This design comes from an exercise in tuning for small area, a short achievable clock period and few clock cycles per item on the open sky130 flow, not from production work.
Function was checked by simulation only, so behaviour that the tests miss may differ from the original.

## north
// rms_top
module rms_top
(
	input  logic        CLOCK_50,
	input  logic        rst_n,
	input  logic        src_empty,
	input  logic [31:0] src_readdata,
	input  logic        snk_full,
	output logic        src_read,
	output logic        snk_write,
	output logic [31:0] snk_writedata,
	output logic [6:0]  hex0,
	output logic [6:0]  hex1,
	output logic [6:0]  hex2,
	output logic [6:0]  hex3,
	output logic [6:0]  hex4,
	output logic [6:0]  hex5
);
For scale: about 3400 cells after synthesis, about 400 flip-flops, roughly 110 I/O pins.
Settings: LEC_CHECK=0, ABC_AREA=1, CAP_MARGIN=20, CORE_MARGIN=2, CORE_UTILIZATION=65, SETUP_SLACK_MARGIN=5, SLEW_MARGIN=20; clock period 10.0 ns.
run.sh (not shown) runs the stock make flow with config.mk's settings and CLKGATE_MAP_FILE= SYNTH_SCRIPT=/design/flow/synth_recipe.tcl, a recipe that flattens the netlist after the stock synthesis.
north: done, clean on timing, DRC and antenna
Testbench counts of north, summed over its fixed seeds: cycles 4,192, items 4,096.
Changes in south relative to north:
# north
export LEC_CHECK = 0
export ABC_AREA = 1
export CAP_MARGIN = 20
export CORE_MARGIN = 2
export CORE_UTILIZATION = 65
export SETUP_SLACK_MARGIN = 5
export SLEW_MARGIN = 20
create_clock -name core_clock -period 10.0 [get_ports {CLOCK_50}]
# south
export LEC_CHECK = 0
export ABC_AREA = 1
export CAP_MARGIN = 20
export CORE_MARGIN = 2
export CORE_UTILIZATION = 40
export SETUP_SLACK_MARGIN = 5
export SLEW_MARGIN = 20
create_clock -name core_clock -period 10.0 [get_ports {CLOCK_50}]
## What came out
- Delta (south minus north): clock-buffer cell count now smaller, number of tap instances now larger, largest incremental delay on the critical path now smaller, design area comparable.
- Source of the critical timing path: xa_q[8]$_DFFE_PN_ -> south, xa_q[1]$_DFFE_PN_ -> north
- Diff north -> south: area added between synthesis and finish dropped 0.18 points; wire length dropped 15%.


run A:
rms_top, a different RTL version from the one above (not shown whole).
Size: roughly 420 flip-flops, ~110 I/O pins, about 0.031 mm2 of cells after synthesis.
clock: 10.0 ns
lec_check: 0
abc_area: 1
cap_margin: 20
core_margin: 2
core_utilization: 40
cts_buf_list: sky130_fd_sc_hd__clkbuf_8
setup_slack_margin: 5
slew_margin: 20
standard.sh (not shown) runs the stock make flow with config.mk's settings and CLKGATE_MAP_FILE= SYNTH_SCRIPT=/design/flow/synth_recipe.tcl, a recipe that flattens the netlist after the stock synthesis.
==> flow/flow/run.sh <==
#!/bin/bash
set -euo pipefail
bash standard.sh SETUP_SLACK_MARGIN=5.25 finish > make_finish.log 2>&1
Testbench counts of run A, summed over its fixed seeds: cycles 4,192, items 4,096.
--- input diff run A..run B ---
Settings: a change of SETUP_SLACK_MARGIN from 5 to 4.0.
==> flow/run.sh (new file) <==
#!/bin/bash
# synth_recipe.tcl (not shown) runs the flow's synth.tcl, then flattens the netlist and writes it again
# the make line also repeats each setting of config.mk as NAME=value (left out here)
make -C /OpenROAD-flow-scripts/flow DESIGN_CONFIG=/design/flow/config.mk WORK_HOME=/design/flow/orfs CLKGATE_MAP_FILE= SYNTH_SCRIPT=/design/flow/synth_recipe.tcl finish
removed: flow/flow/run.sh
removed: flow/standard.sh
==> comparison <==
- Going from run A to run B, clock latency of the later-clocked register in the worst-skew pair -0.02 ns; clock-buffer cell count +2.
- Fraction of met2 tracks used by global routing | run B below run A
- [compare] base=run A new=run B: design area now sits lower; largest driver fanout on the critical path picked up an extra 12; worst hold slack after final layout rose by 0.0076 ns.
- Summary of run B over run A: area fraction of clock buffers and clock inverters saw an increase, worst setup slack saw a decrease, number of nets in the layout saw a decrease.
- Delta(wire length, run B - run A) < 0
Input changes introduced in run C (baseline for comparison: run B):
Settings: ABC_AREA now 0, was 1; SETUP_SLACK_MARGIN now 4.8, was 4.0.
==> comparison <==
- Run comparison: run B startpoint-to-endpoint class of the critical path in -> out; run C startpoint-to-endpoint class of the critical path reg -> reg
- Compared with run B, run C shows a area of the core that is 0.0046 mm2 higher.
- The launching element of the worst setup path comes out snk_full in one run and es_q[1]$_SDFFCE_PP0P_ in the other, namely in run B and run C respectively.
- Peak per-stage delay on the critical path: run C vs run B down 0.18 ns
- Summary of run C over run B: multiplexer area fraction after synthesis climbed 2.5 points, number of core rows climbed about 3%.
- Run B has lower non-clock buffer count than run C.

[static timing again, ports no longer ideal]
The flow's constraints put no driver on any port. The routed layouts listed below were extracted and timed again, unchanged, in two steps.
Step 1: set_driving_cell puts a clkbuf_16 on CLOCK_50 and a buf_2 on each other input, an assumption about the parent block.
Step 2 also shifts input and output timing later by t, the mid clock arrival at the registers, as if the neighbouring blocks saw the same clock.
a / b / c = ideal ports / drivers / drivers and shift; a / b = the first two.
run | shift t [ns] | setup slack, ns | worst setup path at the end
north | 0.635 | 4.243 / 4.243 / 4.243 | register to register
south | 0.642 | 4.513 / 4.513 / 4.513 | register to register
run A | 0.706 | 5.231 / 5.170 / 5.170 | input to output
run B | 0.694 | 4.334 / 4.313 / 4.313 | input to output
run C | 0.699 | 4.500 / 4.500 / 4.500 | register to register
After both steps setup and hold are still met in every run listed. The setup slack of run A, which loses most, moves by -0.061 ns with the drivers and by -0.061 ns with both steps.
